From an optimization exercise on the open Yosys and OpenROAD flow, aimed at small area, a short achievable clock period and few clock cycles per item; shortcuts taken in it are not production practice. Where RTL was checked, it was by simulation tests only, not by an equivalence proof against the original. Power is estimated from default activity; no workload was simulated.

## the baseline
## formant_peak_picker
module formant_peak_picker (
    input  logic                 i_clk,
    input  logic                 i_rst_n,
    input  logic                 i_cfg_we,
    input  logic [CFG_IDX_W-1:0] i_cfg_index,
    input  logic [CFG_W-1:0]     i_cfg_data,
    input  logic                 i_in_valid,
    output logic                 o_in_stall,
    input  logic [AMP_W-1:0]     i_amplitude,
    input  logic                 i_last_bin,
    output logic                 o_out_valid,
    input  logic                 i_out_stall,
    output logic [FREQ_W-1:0]    o_formant_frequency,
    output logic [SLOT_W-1:0]    o_formant_slot,
    output logic                 o_overflow
);
Size: about 1,000 cells after synthesis, roughly 78 I/O pins.
Settings: LEC_CHECK=0, ABC_CLOCK_PERIOD_IN_PS=2500, CAP_MARGIN=20, CORE_MARGIN=2, CORE_UTILIZATION=40, PLACE_DENSITY=0.6, SETUP_SLACK_MARGIN=4.0, SLEW_MARGIN=20; clock period 6.5 ns.
run.sh (not shown) runs the stock make flow with config.mk's settings and CLKGATE_MAP_FILE= SYNTH_SCRIPT=/design/flow/synth_recipe.tcl, a recipe that flattens the netlist after the stock synthesis.
--- input diff the baseline..the candidate ---
Settings: ABC_CLOCK_PERIOD_IN_PS: 2500 -> 2200; SETUP_SLACK_MARGIN: 4.0 -> 4.3.
--- outcome ---
The candidate ends up with higher routability congestion estimate from global placement than the baseline does.
Looking at number of iterations in the first detailed-routing pass across the candidate and the baseline, the one that comes out lower is the baseline.
The candidate ended up with a lower part of the total power dissipated in sequential elements than the baseline did.
Via count: the candidate > the baseline
Going from the baseline to the candidate, pin slew with the least headroom to its limit grows by 0.058 ns.
Compare the candidate and the baseline | met2 global-route usage higher: the candidate
Against the baseline, first-iteration DRC count in the candidate rose by more than 10%.
The utilization after layout of the candidate is higher than that of the baseline.
In the candidate, the final worst-path setup slack came out 0.038 ns above the value in the baseline.
The candidate reports a higher global-route wire length before repair than the baseline does.
Compared with the baseline, the candidate ends up with a larger final cell area.
No functional check of the RTL was part of any run of this note.


## violet
formant_peak_picker, a different RTL version from the one above (not shown whole).
Size: ~1100 cells after synthesis, roughly 180 flip-flops, ~78 I/O pins, roughly 9700 um^2 of cells after synthesis.
export LEC_CHECK = 0
export ABC_AREA = 1
export CAP_MARGIN = 20
export CORE_MARGIN = 2
export CORE_UTILIZATION = 65
export CTS_CLUSTER_DIAMETER = 100
export CTS_CLUSTER_SIZE = 40
export PLACE_DENSITY = 0.75
export SETUP_SLACK_MARGIN = 4.12
export SLEW_MARGIN = 20
create_clock -name core_clock -period 6.5 [get_ports {i_clk}]
standard.sh (not shown) runs the stock make flow with config.mk's settings and CLKGATE_MAP_FILE= SYNTH_SCRIPT=/design/flow/synth_recipe.tcl, a recipe that flattens the netlist after the stock synthesis.
==> flow/flow/run.sh <==
#!/bin/bash
# Standard layout (the standard.sh), with the port buffers made as buf_1
# cells and no dummy loads in the clock tree. The make output goes to
# standard.log; each tool's log is under orfs/logs.
export BUFFER_PORTS_ARGS="-buffer_cell sky130_fd_sc_hd__buf_1"
export CTS_ARGS="-sink_clustering_enable -repair_clock_nets -dont_use_dummy_load"
bash standard.sh > standard.log 2>&1
Testbench counts of violet, summed over its fixed seeds: cycles 32,783, bins 32,768.
Here is what was changed in the inputs of fjord compared with violet.
==> flow/flow/run.sh <==
#!/bin/bash
# Standard layout (the standard.sh) with these changes:
#  - synthesis maps with flow/abc_map.script (ORFS's area script with a
#    required time) instead of ORFS's ABC script; flow/synth.tcl is
#    synth_recipe.tcl with only that substitution;
#  - the port buffers are buf_1 cells;
#  - the clock tree uses clkbuf_8 and no dummy loads.
# The make output goes to standard.log; each tool's log is under orfs/logs.
set -e
here=$(pwd)
export BUFFER_PORTS_ARGS="-buffer_cell sky130_fd_sc_hd__buf_1"
export CTS_ARGS="-sink_clustering_enable -repair_clock_nets -dont_use_dummy_load -buf_list sky130_fd_sc_hd__clkbuf_8"
export MY_ABC_SCRIPT=$here/flow/abc_map.script
sed "s#SYNTH_SCRIPT=[^ ]*#SYNTH_SCRIPT=$here/flow/synth.tcl#" standard.sh > my_standard.sh
grep -q "SYNTH_SCRIPT=$here/flow/synth.tcl" my_standard.sh
bash my_standard.sh > standard.log 2>&1
==> flow/flow/abc_map.script (new file) <==
strash
dch
map -B 0.9 -D 2000
topo
stime -c
buffer -c
upsize -c
dnsize -c
==> flow/flow/synth.tcl (new file) <==
proc synth {args} { yosys synth -nofsm -noshare {*}$args }
set f [open $::env(SCRIPTS_DIR)/synth.tcl]
set txt [read $f]
close $f
set n [string first {log_cmd abc {*}$abc_args} $txt]
if { $n < 0 } { error "abc call not found in synth.tcl" }
set txt [string map [list {log_cmd abc {*}$abc_args} {log_cmd abc {*}[lreplace $abc_args 1 1 $::env(MY_ABC_SCRIPT)]}] $txt]
eval $txt
# left out here: clear keep_hierarchy, flatten, clean up, hide names made inside functions, write 1_2_yosys.v
==> summary.txt <==
- fjord — worst endpoint required time 1.66 ns lower, violet as reference
- Number of ordinary inverters in the final layout delta for fjord relative to violet: 7.2% lower
- fjord did not stop at any stage, and its layout met the timing, design-rule and antenna checks.
- On wire length of the first global-routing pass: fjord sits below violet.
[inputs] sierra vs fjord
# fjord
export LEC_CHECK = 0
export ABC_AREA = 1
export CAP_MARGIN = 20
export CORE_MARGIN = 2
export CORE_UTILIZATION = 65
export CTS_CLUSTER_DIAMETER = 100
export CTS_CLUSTER_SIZE = 40
export PLACE_DENSITY = 0.75
export SETUP_SLACK_MARGIN = 4.12
export SLEW_MARGIN = 20
create_clock -name core_clock -period 6.5 [get_ports {i_clk}]
# sierra
export LEC_CHECK = 0
export ABC_AREA = 1
export CAP_MARGIN = 20
export CORE_MARGIN = 2
export CORE_UTILIZATION = 55
export CTS_CLUSTER_DIAMETER = 100
export CTS_CLUSTER_SIZE = 40
export PLACE_DENSITY = 0.7
export SETUP_SLACK_MARGIN = 4.12
export SLEW_MARGIN = 20
create_clock -name core_clock -period 6.5 [get_ports {i_clk}]
==> comparison <==
- Between fjord and sierra, the hold slack figures differ only marginally.
- The higher worst setup slack of fjord and sierra is in fjord.
- Against fjord, sierra comes in 40 higher on total number of tap cells.
Here is what was changed in the inputs of indigo compared with sierra.
# sierra
export LEC_CHECK = 0
export ABC_AREA = 1
export CAP_MARGIN = 20
export CORE_MARGIN = 2
export CORE_UTILIZATION = 55
export CTS_CLUSTER_DIAMETER = 100
export CTS_CLUSTER_SIZE = 40
export PLACE_DENSITY = 0.7
export SETUP_SLACK_MARGIN = 4.12
export SLEW_MARGIN = 20
create_clock -name core_clock -period 6.5 [get_ports {i_clk}]
# indigo
export LEC_CHECK = 0
export ABC_AREA = 1
export CAP_MARGIN = 20
export CORE_MARGIN = 2
export CORE_UTILIZATION = 45
export CTS_CLUSTER_DIAMETER = 100
export CTS_CLUSTER_SIZE = 40
export PLACE_DENSITY = 0.6
export SETUP_SLACK_MARGIN = 4.12
export SLEW_MARGIN = 20
create_clock -name core_clock -period 6.5 [get_ports {i_clk}]
[summary]
indigo | stages: all done | timing, DRC, antenna: all pass. Compared with sierra, in indigo routed wire length moved up, internal power contribution level, via count moved down, post-synthesis to final-layout area growth moved up, number of instances in the placed design moved up. For the clock skew, indigo came in 0.0067 ns lower than sierra did. Comparing indigo and sierra, the lower combinational group share of total power is on indigo. Status: power parity (indigo, sierra).


== run C ==
formant_peak_picker again, from the RTL that the note above started with.
==> flow/design.v (excerpt) <==
module formant_peak_picker (
    input  logic                 i_clk,
    input  logic                 i_rst_n,
    input  logic                 i_cfg_we,
    input  logic [CFG_IDX_W-1:0] i_cfg_index,
    input  logic [CFG_W-1:0]     i_cfg_data,
    input  logic                 i_in_valid,
    output logic                 o_in_stall,
    input  logic [AMP_W-1:0]     i_amplitude,
    input  logic                 i_last_bin,
    output logic                 o_out_valid,
    input  logic                 i_out_stall,
    output logic [FREQ_W-1:0]    o_formant_frequency,
    output logic [SLOT_W-1:0]    o_formant_slot,
    output logic                 o_overflow
);
==> flow/config.mk <==
export PLATFORM = sky130hd
export DESIGN_NAME = formant_peak_picker
export DESIGN_NICKNAME = formant_peak_picker
export VERILOG_FILES = /design/flow/design.v
export SDC_FILE = /design/flow/constraint.sdc
export NUM_CORES = 4
export LEC_CHECK = 0
export ABC_AREA = 1
export CAP_MARGIN = 20
export CORE_MARGIN = 2
export CORE_UTILIZATION = 65
export CTS_CLUSTER_DIAMETER = 100
export CTS_CLUSTER_SIZE = 40
export PLACE_DENSITY = 0.75
export SETUP_SLACK_MARGIN = 4.12
export SLEW_MARGIN = 20
==> flow/constraint.sdc <==
create_clock -name core_clock -period 6.5 [get_ports {i_clk}]
set_input_delay 1.3000 -clock core_clock [delete_from_list [all_inputs] [get_ports {i_clk}]]
set_output_delay 1.3000 -clock core_clock [all_outputs]
set_load 0.01 [all_outputs]
==> flow/flow/run.sh <==
#!/bin/bash
# Standard layout (the standard.sh) with these changes:
#  - synthesis maps with flow/abc_map.script (ORFS's area script with a
#    required time) instead of ORFS's ABC script; flow/synth.tcl is
#    synth_recipe.tcl with only that substitution;
#  - the port buffers are buf_1 cells;
#  - the clock tree uses clkbuf_8 and no dummy loads.
# The make output goes to standard.log; each tool's log is under orfs/logs.
set -e
here=$(pwd)
export BUFFER_PORTS_ARGS="-buffer_cell sky130_fd_sc_hd__buf_1"
export CTS_ARGS="-sink_clustering_enable -repair_clock_nets -dont_use_dummy_load -buf_list sky130_fd_sc_hd__clkbuf_8"
export MY_ABC_SCRIPT=$here/flow/abc_map.script
sed "s#SYNTH_SCRIPT=[^ ]*#SYNTH_SCRIPT=$here/flow/synth.tcl#" standard.sh > my_standard.sh
grep -q "SYNTH_SCRIPT=$here/flow/synth.tcl" my_standard.sh
bash my_standard.sh > standard.log 2>&1
==> flow/flow/abc_map.script <==
strash
dch
map -B 0.9 -D 2200
topo
stime -c
buffer -c
upsize -c
dnsize -c
==> flow/flow/synth.tcl <==
proc synth {args} { yosys synth -nofsm -noshare {*}$args }
set f [open $::env(SCRIPTS_DIR)/synth.tcl]
set txt [read $f]
close $f
set n [string first {log_cmd abc {*}$abc_args} $txt]
if { $n < 0 } { error "abc call not found in synth.tcl" }
set txt [string map [list {log_cmd abc {*}$abc_args} {log_cmd abc {*}[lreplace $abc_args 1 1 $::env(MY_ABC_SCRIPT)]}] $txt]
eval $txt
# left out here: clear keep_hierarchy, flatten, clean up, hide names made inside functions, write 1_2_yosys.v
Run C did not stop at any stage, and its layout met the timing, design-rule and antenna checks.
Testbench counts of run C, summed over its fixed seeds: cycles 32,783, bins 32,768.
Input changes introduced in run A (baseline for comparison: run C):
# run C
export LEC_CHECK = 0
export ABC_AREA = 1
export CAP_MARGIN = 20
export CORE_MARGIN = 2
export CORE_UTILIZATION = 65
export CTS_CLUSTER_DIAMETER = 100
export CTS_CLUSTER_SIZE = 40
export PLACE_DENSITY = 0.75
export SETUP_SLACK_MARGIN = 4.12
export SLEW_MARGIN = 20
create_clock -name core_clock -period 6.5 [get_ports {i_clk}]
# run A
export LEC_CHECK = 0
export ABC_AREA = 1
export CAP_MARGIN = 20
export CORE_MARGIN = 2
export CORE_UTILIZATION = 65
export CTS_CLUSTER_DIAMETER = 100
export CTS_CLUSTER_SIZE = 40
export PLACE_DENSITY = 0.75
export SETUP_SLACK_MARGIN = 4.0
export SLEW_MARGIN = 20
create_clock -name core_clock -period 6.5 [get_ports {i_clk}]
==> flow/flow/run.sh <==
#!/bin/bash
# Standard layout (the standard.sh), with the port buffers made as buf_1
# cells. The make output goes to standard.log; each tool's log is under orfs/logs.
export BUFFER_PORTS_ARGS="-buffer_cell sky130_fd_sc_hd__buf_1"
bash standard.sh > standard.log 2>&1
removed: flow/flow/abc_map.script
removed: flow/flow/synth.tcl
### Flow results
- Cmp run A and run C / share of the cycle needed by the critical path after routing / higher: run C
- From run C to run A the numbers moved as follows: multi-input logic portion of the cell area now smaller, post-synthesis share of cell area spent on full adders, half adders and majority gates went down, global-route track usage on met1 up 4.0 points.
- Measured against each other, run A and run C differ in relative contribution of sequential cells to total power, the higher figure coming from run C.
- Higher all-layer global routing usage goes to run A over run C.
- Compared with run C, in run A maximum VDD drop now sits higher, clock group share of total power now sits higher, total power now sits higher, post-detailed-routing wire length now sits higher.
- Run A vs run C, start point of the critical path: i_amplitude[0] vs i_cfg_index[1]


The RTL this note starts from:
==> flow/design.v <==
`timescale 1ns / 1ps
package fpp_pkg;
    localparam int AMP_W   = 16;
    localparam int FD_W    = AMP_W + 1;
    localparam int SD_W    = AMP_W + 2;
    localparam int U_W     = AMP_W + 3;
    localparam int POS_W   = 11;           
    localparam int COUNT_W = 5;
    localparam int SLOT_W  = 4;
    localparam int START_W   = 20;
    localparam int STEP_W    = 16;
    localparam int MAX_W     = 5;
    localparam int CFG_W     = 20;
    localparam int CFG_IDX_W = 2;
    localparam int FREQ_W    = 27;
    localparam logic [START_W-1:0] RST_FREQ_START  = START_W'(0);
    localparam logic [STEP_W-1:0]  RST_FREQ_STEP   = STEP_W'(16);
    localparam logic [MAX_W-1:0]   RST_MAX_FORMANT = MAX_W'(10);
    localparam logic [CFG_IDX_W-1:0] CFG_FREQ_START   = 2'd0;
    localparam logic [CFG_IDX_W-1:0] CFG_FREQ_STEP    = 2'd1;
    localparam logic [CFG_IDX_W-1:0] CFG_MAX_FORMANTS = 2'd2;
endpackage
`timescale 1ns / 1ps
import fpp_pkg::*;
module fpp_detect (
    input  logic             i_clk,
    input  logic             i_rst_n,
    input  logic             i_valid,
    input  logic [AMP_W-1:0] i_amplitude,
    input  logic             i_last_bin,
    output logic             o_valid,
    output logic             o_lt,         
    output logic             o_gt,         
    output logic             o_last_bin
);
    logic [AMP_W-1:0]       r_prev_amp;
    logic signed [FD_W-1:0] fd;
    assign fd = $signed({1'b0, i_amplitude}) - $signed({1'b0, r_prev_amp});
    always_ff @(posedge i_clk) begin
        if (i_valid) begin
            r_prev_amp <= i_amplitude;
        end
    end
    logic                   r_valid;
    logic signed [FD_W-1:0] r_fd;
    logic                   r_last;
    logic signed [FD_W-1:0] r_prev_fd;
    logic signed [U_W-1:0]  r_u;
    logic signed [U_W-1:0]  fd_w;
    always_ff @(posedge i_clk) begin
        if (!i_rst_n) begin
            r_valid <= 1'b0;
        end else begin
            r_valid <= i_valid;
        end
    end
    always_ff @(posedge i_clk) begin
        r_fd   <= fd;
        r_last <= i_last_bin;
    end
    assign fd_w = {{(U_W-FD_W){r_fd[FD_W-1]}}, r_fd};
    always_ff @(posedge i_clk) begin
        if (r_valid) begin
            r_prev_fd <= r_fd;
            r_u       <= (fd_w <<< 1) - {{(U_W-FD_W){r_prev_fd[FD_W-1]}}, r_prev_fd};
        end
    end
    assign o_valid    = r_valid;
    assign o_lt       = fd_w < r_u;
    assign o_gt       = !o_lt && (fd_w != r_u);
    assign o_last_bin = r_last;
endmodule
`timescale 1ns / 1ps
import fpp_pkg::*;
module formant_peak_picker (
    input  logic                 i_clk,
    input  logic                 i_rst_n,
    input  logic                 i_cfg_we,
    input  logic [CFG_IDX_W-1:0] i_cfg_index,
    input  logic [CFG_W-1:0]     i_cfg_data,
    input  logic                 i_in_valid,
    output logic                 o_in_stall,
    input  logic [AMP_W-1:0]     i_amplitude,
    input  logic                 i_last_bin,
    output logic                 o_out_valid,
    input  logic                 i_out_stall,
    output logic [FREQ_W-1:0]    o_formant_frequency,
    output logic [SLOT_W-1:0]    o_formant_slot,
    output logic                 o_overflow
);
    localparam int QN = 3;
    logic [START_W-1:0] r_freq_start;
    logic [STEP_W-1:0]  r_freq_step;
    logic [MAX_W-1:0]   r_limit;         
    always_ff @(posedge i_clk) begin
        if (!i_rst_n) begin
            r_freq_start <= RST_FREQ_START;
            r_freq_step  <= RST_FREQ_STEP;
            r_limit      <= RST_MAX_FORMANT;
        end else if (i_cfg_we) begin
            case (i_cfg_index)
                CFG_FREQ_START:   r_freq_start <= START_W'(i_cfg_data);
                CFG_FREQ_STEP:    r_freq_step  <= STEP_W'(i_cfg_data);
                CFG_MAX_FORMANTS: r_limit      <= (MAX_W'(i_cfg_data) > MAX_W'(16)) ?
                                                  MAX_W'(16) : MAX_W'(i_cfg_data);
                default: begin
                end
            endcase
        end
    end
    logic               r_stall;
    logic               in_accept;
    assign in_accept = i_in_valid && !r_stall;
    logic d_valid, d_lt, d_gt, d_last;
    fpp_detect u_detect (
        .i_clk       (i_clk),
        .i_rst_n     (i_rst_n),
        .i_valid     (in_accept),
        .i_amplitude (i_amplitude),
        .i_last_bin  (i_last_bin),
        .o_valid     (d_valid),
        .o_lt        (d_lt),
        .o_gt        (d_gt),
        .o_last_bin  (d_last)
    );
    logic [2:0]         r_q [QN];
    logic [QN-1:0]      r_qv;
    logic [QN-1:0]      qv_pop;
    logic [QN-1:0]      q_wr;
    logic               go;
    logic               pop;
    logic               r_out_valid;
    assign go     = !(r_out_valid && i_out_stall);
    assign pop    = go && r_qv[0];
    assign qv_pop = pop ? {1'b0, r_qv[QN-1:1]} : r_qv;
    assign q_wr   = {QN{d_valid}} & ~qv_pop & {qv_pop[QN-2:0], 1'b1};
    always_ff @(posedge i_clk) begin
        for (int i = 0; i < QN; i++) begin
            if (q_wr[i]) begin
                r_q[i] <= {d_lt, d_gt, d_last};
            end else if (pop && i < QN - 1) begin
                r_q[i] <= r_q[i+1];
            end
        end
    end
    always_ff @(posedge i_clk) begin
        if (!i_rst_n) begin
            r_qv    <= '0;
            r_stall <= 1'b0;
        end else begin
            r_qv    <= qv_pop | q_wr;
            r_stall <= qv_pop[2] || (qv_pop[1] && (in_accept || d_valid)) ||
                       (qv_pop[0] && in_accept && d_valid);
        end
    end
    logic [POS_W-1:0]   r_pos;
    logic               r_falling;
    logic [COUNT_W-1:0] r_count;
    logic [FREQ_W-1:0]  r_freq;
    logic [SLOT_W-1:0]  r_slot;
    logic               r_ovf;
    logic               h_lt, h_gt, h_last;
    logic               active, ge3, lt4, room, peak;
    assign {h_lt, h_gt, h_last} = r_q[0];
    assign active = !r_pos[POS_W-1];
    assign ge3    = r_pos >= POS_W'(3);
    assign lt4    = r_pos < POS_W'(4);
    assign room   = r_count < COUNT_W'(r_limit);
    assign peak   = active && ge3 && h_gt && r_falling;
    always_ff @(posedge i_clk) begin
        if (!i_rst_n) begin
            r_pos       <= '0;
            r_falling   <= 1'b0;
            r_count     <= '0;
            r_out_valid <= 1'b0;
        end else begin
            if (go) begin
                r_out_valid <= pop && peak;
            end
            if (pop) begin
                if (active) begin
                    r_pos <= r_pos + POS_W'(1);
                    if (ge3) begin
                        if (h_lt) begin
                            r_falling <= 1'b1;
                        end else if (h_gt) begin
                            r_falling <= 1'b0;
                        end
                    end
                    if (peak && room) begin
                        r_count <= r_count + COUNT_W'(1);
                    end
                end
                if (h_last) begin
                    r_pos     <= '0;
                    r_falling <= 1'b0;
                    r_count   <= '0;
                end
            end
        end
    end
    logic [STEP_W:0]          lo_sum;
    logic [FREQ_W-STEP_W-1:0] hi_inc;
    logic [FREQ_W-1:0]        freq_add;
    assign lo_sum   = {1'b0, r_freq[STEP_W-1:0]} + {1'b0, r_freq_step};
    assign hi_inc   = r_freq[FREQ_W-1:STEP_W] + 1'b1;
    assign freq_add = {lo_sum[STEP_W] ? hi_inc : r_freq[FREQ_W-1:STEP_W], lo_sum[STEP_W-1:0]};
    always_ff @(posedge i_clk) begin
        if (pop) begin
            if (!room) begin
                r_freq <= '0;
            end else if (lt4) begin
                r_freq <= FREQ_W'(r_freq_start);
            end else begin
                r_freq <= freq_add;
            end
            if (peak) begin
                r_slot <= room ? SLOT_W'(r_count) : '0;
                r_ovf  <= !room;
            end
        end
    end
    assign o_in_stall          = r_stall;
    assign o_out_valid         = r_out_valid;
    assign o_formant_frequency = r_freq;
    assign o_formant_slot      = r_slot;
    assign o_overflow          = r_ovf;
endmodule
==> flow/config.mk <==
export PLATFORM = sky130hd
export DESIGN_NAME = formant_peak_picker
export DESIGN_NICKNAME = formant_peak_picker
export VERILOG_FILES = /design/flow/design.v
export SDC_FILE = /design/flow/constraint.sdc
export NUM_CORES = 4
export LEC_CHECK = 0
export ABC_AREA = 1
export CAP_MARGIN = 20
export CORE_MARGIN = 2
export CORE_UTILIZATION = 65
export CTS_CLUSTER_DIAMETER = 100
export CTS_CLUSTER_SIZE = 40
export PLACE_DENSITY = 0.75
export SETUP_SLACK_MARGIN = 4.0
export SLEW_MARGIN = 20
==> flow/constraint.sdc <==
create_clock -name core_clock -period 6.5 [get_ports {i_clk}]
set_input_delay 1.3000 -clock core_clock [delete_from_list [all_inputs] [get_ports {i_clk}]]
set_output_delay 1.3000 -clock core_clock [all_outputs]
set_load 0.01 [all_outputs]
==> flow/flow/run.sh <==
#!/bin/bash
# Standard layout (the standard.sh), with the port buffers made as buf_1
# cells and no dummy loads in the clock tree. The make output goes to
# standard.log; each tool's log is under orfs/logs.
export BUFFER_PORTS_ARGS="-buffer_cell sky130_fd_sc_hd__buf_1"
export CTS_ARGS="-sink_clustering_enable -repair_clock_nets -dont_use_dummy_load -buf_list sky130_fd_sc_hd__clkbuf_8"
bash standard.sh > standard.log 2>&1
Testbench counts at the start, summed over its fixed seeds: cycles 32,783, bins 32,768.
Next try:
==> flow/flow/run.sh (replaced) <==
#!/bin/bash
# Standard layout (the standard.sh) with these changes:
#  - synthesis maps with flow/abc_map.script (ORFS's area script with a
#    required time) instead of ORFS's ABC script; flow/synth.tcl is
#    synth_recipe.tcl with only that substitution;
#  - the port buffers are buf_1 cells;
#  - the clock tree uses clkbuf_8 and no dummy loads.
# The make output goes to standard.log; each tool's log is under orfs/logs.
set -e
here=$(pwd)
export BUFFER_PORTS_ARGS="-buffer_cell sky130_fd_sc_hd__buf_1"
export CTS_ARGS="-sink_clustering_enable -repair_clock_nets -dont_use_dummy_load -buf_list sky130_fd_sc_hd__clkbuf_8"
export MY_ABC_SCRIPT=$here/flow/abc_map.script
sed "s#SYNTH_SCRIPT=[^ ]*#SYNTH_SCRIPT=$here/flow/synth.tcl#" standard.sh > my_standard.sh
grep -q "SYNTH_SCRIPT=$here/flow/synth.tcl" my_standard.sh
bash my_standard.sh > standard.log 2>&1
==> flow/flow/abc_map.script (new file) <==
strash
dch
map -B 0.9 -D 1900
topo
stime -c
buffer -c
upsize -c
dnsize -c
==> flow/flow/synth.tcl (new file) <==
proc synth {args} { yosys synth -nofsm -noshare {*}$args }
set f [open $::env(SCRIPTS_DIR)/synth.tcl]
set txt [read $f]
close $f
set n [string first {log_cmd abc {*}$abc_args} $txt]
if { $n < 0 } { error "abc call not found in synth.tcl" }
set txt [string map [list {log_cmd abc {*}$abc_args} {log_cmd abc {*}[lreplace $abc_args 1 1 $::env(MY_ABC_SCRIPT)]}] $txt]
eval $txt
# left out here: clear keep_hierarchy, flatten, clean up, hide names made inside functions, write 1_2_yosys.v
--- a/flow/config.mk
+++ b/flow/config.mk
@@ -11 +11 @@
-export CORE_UTILIZATION = 65
+export CORE_UTILIZATION = 55
@@ -14,2 +14,2 @@
-export PLACE_DENSITY = 0.75
-export SETUP_SLACK_MARGIN = 4.0
+export PLACE_DENSITY = 0.7
+export SETUP_SLACK_MARGIN = 4.12
Non-clock buffer count is higher by 15.
Worst hold slack loses 0.0076 ns.
Fmax is higher by 0.35%.
Routed wire length came out lower by 0.97%.
Sequential share of layout area shrinks by 1.1 points.
Utilization decreases by 9.7 points.
Next try:
==> flow/flow/abc_map.script (replaced) <==
strash
dch
map -B 0.9 -D 2100
topo
stime -c
buffer -c
upsize -c
dnsize -c
--- a/flow/config.mk
+++ b/flow/config.mk
@@ -11 +11 @@
-export CORE_UTILIZATION = 55
+export CORE_UTILIZATION = 65
@@ -14 +14 @@
-export PLACE_DENSITY = 0.7
+export PLACE_DENSITY = 0.75
The changed run completed with no timing, DRC or antenna violations. Clock power went down by about 0.7%. Final area came out lower by 3.2%. Global-route usage increases by 3.8 points. Wire length came out lower by 2.6%. Setup slack gains 0.044 ns.

## what the ideal ports hide
In the flow no input, the clock included, has a driving cell. The finished layouts below were timed again as built, in two steps.
Step 1 (the two cells are an assumption about what drives the block):
set clk [get_ports {i_clk}]
set_driving_cell -lib_cell sky130_fd_sc_hd__clkbuf_16 $clk
set_driving_cell -lib_cell sky130_fd_sc_hd__buf_2 [delete_from_list [all_inputs] $clk]
Step 2 adds t to the input delays and takes it off the output delays; t is the mean of the earliest and latest rising clock arrival at the registers after step 1. Input paths then give back, and output paths get back, about the clock's delay inside the block.
Three values: ideal, step 1, step 2; two values: the first two.
| run | t, ns | slack for setup (ns) | worst hold slack (ns) | worst setup path after step 2 | worst data-port slew with drivers (ns) |
|---|---|---|---|---|---|
| the baseline | 0.476 | 3.264 / 3.264 / 3.264 | 0.467 / 0.467 / 0.467 | register to register | 0.05 |
| the candidate | 0.472 | 3.301 / 3.301 / 3.301 | 0.464 / 0.464 / 0.464 | register to register | 0.04 |
| violet | 0.458 | 4.153 / 4.110 / 3.713 | 0.475 / 0.475 / 0.475 | input to register | 0.04 |
| fjord | 0.481 | 4.142 / 4.103 / 3.709 | 0.456 / 0.456 / 0.456 | input to register | 0.07 |
| sierra | 0.487 | 4.134 / 4.094 / 3.698 | 0.455 / 0.455 / 0.455 | input to register | 0.04 |
| indigo | 0.483 | 4.142 / 4.113 / 3.663 | 0.453 / 0.453 / 0.453 | input to register | 0.04 |
| run C | 0.464 | 4.012 / 4.024 / 3.561 | 0.458 / 0.458 / 0.458 | input to register | 0.07 |
| run A | 0.473 | 4.080 / 4.103 / 3.630 | 0.438 / 0.438 / 0.438 | input to register | 0.06 |
| the first run of note 4 | 0.486 | 4.068 / 4.086 / 3.600 | 0.451 / 0.451 / 0.451 | input to register | 0.06 |
| the second run of note 4 | 0.482 | 4.077 / 4.041 / 3.694 | 0.443 / 0.443 / 0.443 | input to register | 0.04 |
| the third run of note 4 | 0.483 | 4.121 / 4.093 / 3.657 | 0.439 / 0.439 / 0.439 | input to register | 0.05 |
After both steps setup and hold are still met in every run listed. The setup slack of indigo, which loses most, moves by -0.029 ns with the drivers and by -0.479 ns with both steps.
